Background: an optimization exercise with open tools, aiming at small area, a short achievable clock period and few clock cycles per item. Do not read the settings as production practice.
Where RTL was checked, it was by simulation tests only, not by an equivalence proof against the original.

Design seconds_to_calendar_time, start of the top module:
module seconds_to_calendar_time (
  input  logic        clk_i,
  input  logic        rst_ni,
  input  logic        cfg_we_i,
  input  logic [15:0] cfg_data_i,
  input  logic        s_axis_tvalid,
  output logic        s_axis_tready,
  input  logic [47:0] s_axis_tdata,   
  output logic        m_axis_tvalid,
  input  logic        m_axis_tready,
  output logic [47:0] m_axis_tdata,   
  output logic [0:0]  m_axis_tuser    
);
  logic        leap_q;
  logic        en, cfg_pend, leap_new;
  logic        v1, v2;
  logic [46:0] x1, x1_q;
  logic [47:0] x2, x2_q;
  assign en            = !m_axis_tvalid || m_axis_tready;
  assign s_axis_tready = en && !cfg_pend;
  s2ct_front u_front (
    .cfg_we_i   (cfg_we_i),
    .cfg_data_i (cfg_data_i),
    .secs_i     (s_axis_tdata[24:0]),
    .micro_i    (s_axis_tdata[44:25]),
    .x1_o       (x1)
  );
  generate
    if (s2ct_pkg::REG1) begin : g_reg1
      logic cfg_q;
      s2ct_queue #(.W(47)) u_queue (
        .clk_i   (clk_i),
        .rst_ni  (rst_ni),
        .en_i    (en),
        .valid_i (s_axis_tvalid && s_axis_tready),
        .data_i  (x1),
        .valid_o (v1),
        .data_o  (x1_q)
      );
  ...
Size in the first run: ~99 flip-flops, ~8000 um2 of cells after synthesis.
Settings: LEC_CHECK=0, CAP_MARGIN=20, CORE_MARGIN=2, CORE_UTILIZATION=60, CTS_BUF_LIST=sky130_fd_sc_hd__clkbuf_8, SLEW_MARGIN=20; clock period 8.0 ns.
standard.sh (not shown) runs the stock make flow with config.mk's settings and CLKGATE_MAP_FILE= SYNTH_SCRIPT=/design/flow/synth_recipe.tcl, a recipe that flattens the netlist after the stock synthesis.
==> flow/flow/run.sh <==
#!/bin/bash
# Standard layout, with synthesis left to plain gates (no full/half adder
# cells, no Kogge-Stone carry map, ABC area script) and plain buffers on the
# ports. Each tool's full output is in the ORFS logs under orfs/logs; make's
# own output is in make_finish.log.
set -euo pipefail
bash standard.sh \
  ADDER_MAP_FILE= \
  SYNTH_OPERATIONS_ARGS=-nofsm \
  ABC_AREA=1 \
  "BUFFER_PORTS_ARGS=-buffer_cell sky130_fd_sc_hd__buf_1" \
  finish > make_finish.log 2>&1
Then changed:
Settings changed: CORE_UTILIZATION 60 to 40, CTS_BUF_LIST sky130_fd_sc_hd__clkbuf_8 to default.
What happened: The changed run passed the timing, design-rule and antenna checks. Sequential share of layout area falls by 0.82 points. Die area grows by 48%. Count of clock-buffer cells in the layout does not change. Setup slack improves by 0.072 ns.
Function was not checked in any run of this note: the RTL went through the layout flow alone.

========
seconds_to_calendar_time, a different RTL version from the one above (not shown whole).
For scale: about 1100 cells after synthesis, ~100 flip-flops, roughly 120 I/O pins, ~7900 um^2 of cells after synthesis.
export LEC_CHECK = 0
export CAP_MARGIN = 20
export CORE_MARGIN = 2
export CORE_UTILIZATION = 55
export SLEW_MARGIN = 20
create_clock -name core_clock -period 8.0 [get_ports {clk_i}]
==> flow/flow/run.sh <==
#!/bin/bash
# Standard layout, with synthesis left to plain gates (no full/half adder
# cells, no Kogge-Stone carry map, ABC area script), plain buffers on the
# ports, and clock tree synthesis without dummy loads. Each tool's full
# output is in the ORFS logs under orfs/logs; make's own output is in
# make_finish.log.
set -euo pipefail
bash standard.sh \
  ADDER_MAP_FILE= \
  SYNTH_OPERATIONS_ARGS=-nofsm \
  ABC_AREA=1 \
  "BUFFER_PORTS_ARGS=-buffer_cell sky130_fd_sc_hd__buf_1" \
  "CTS_ARGS=-sink_clustering_enable -repair_clock_nets -dont_use_dummy_load -buf_list sky130_fd_sc_hd__clkbuf_8" \
  finish > make_finish.log 2>&1
Testbench counts at the start, summed over its fixed seeds: cycles 8,024, items 8,000.
Next try:
==> flow/flow/run.sh (replaced) <==
#!/bin/bash
# Standard layout, with synthesis left to plain gates (no full/half adder
# cells, no Kogge-Stone carry map, ABC area script) and plain buffers on the
# ports. Each tool's full output is in the ORFS logs under orfs/logs; make's
# own output is in make_finish.log.
set -euo pipefail
bash standard.sh \
  ADDER_MAP_FILE= \
  SYNTH_OPERATIONS_ARGS=-nofsm \
  ABC_AREA=1 \
  "BUFFER_PORTS_ARGS=-buffer_cell sky130_fd_sc_hd__buf_1" \
  finish > make_finish.log 2>&1
- CORE_UTILIZATION: 55 -> 40
What happened:
- first-iteration DRC count increases by roughly a tenth
- clock skew drops by 30 ps
- synthesized cell count is unchanged
- cell count went up by a few percent
- maximum frequency shrinks slightly
- clock-buffer cell count stays the same
- global-route usage falls by 5.6 points
- worst setup slack is worse by 97 ps
- final area came out higher by a few percent
- routed wire length climbs by a few percent
- via count barely changes

-- re-timing with driven ports --
The results above use ideal ports. As a check the final layouts listed here were re-extracted and re-timed, cells and wires unchanged. Step 1 sets driving cells, clkbuf_16 on the clock port and buf_2 on the other inputs (assumed; they add their load-dependent delay and slew). Step 2 adds t to the input delays and takes it off the output delays; t is the mean of the earliest and latest rising clock arrival at the registers after step 1. Input paths then give back, and output paths get back, about the clock's delay inside the block. Slacks: no drivers / after step 1 / after step 2; pairs: no drivers / after step 1.
| run | t, ns | slack for setup (ns) | hold WS [ns] |
|---|---|---|---|
| the first run of note 1 | 0.417 | 2.319 / 2.331 / 1.913 | 0.430 / 0.430 / 0.430 |
| the second run of note 1 | 0.392 | 2.392 / 2.414 / 2.022 | 0.412 / 0.412 / 0.412 |
| the first run of note 2 | 0.403 | 2.843 / 2.858 / 2.455 | 0.426 / 0.426 / 0.426 |
| the second run of note 2 | 0.398 | 2.746 / 2.769 / 2.372 | 0.421 / 0.421 / 0.421 |
After both steps setup and hold are still met in every run listed. For the first run of note 1, which loses most, drivers alone change the setup slack by +0.012 ns; drivers and shift together by -0.406 ns.
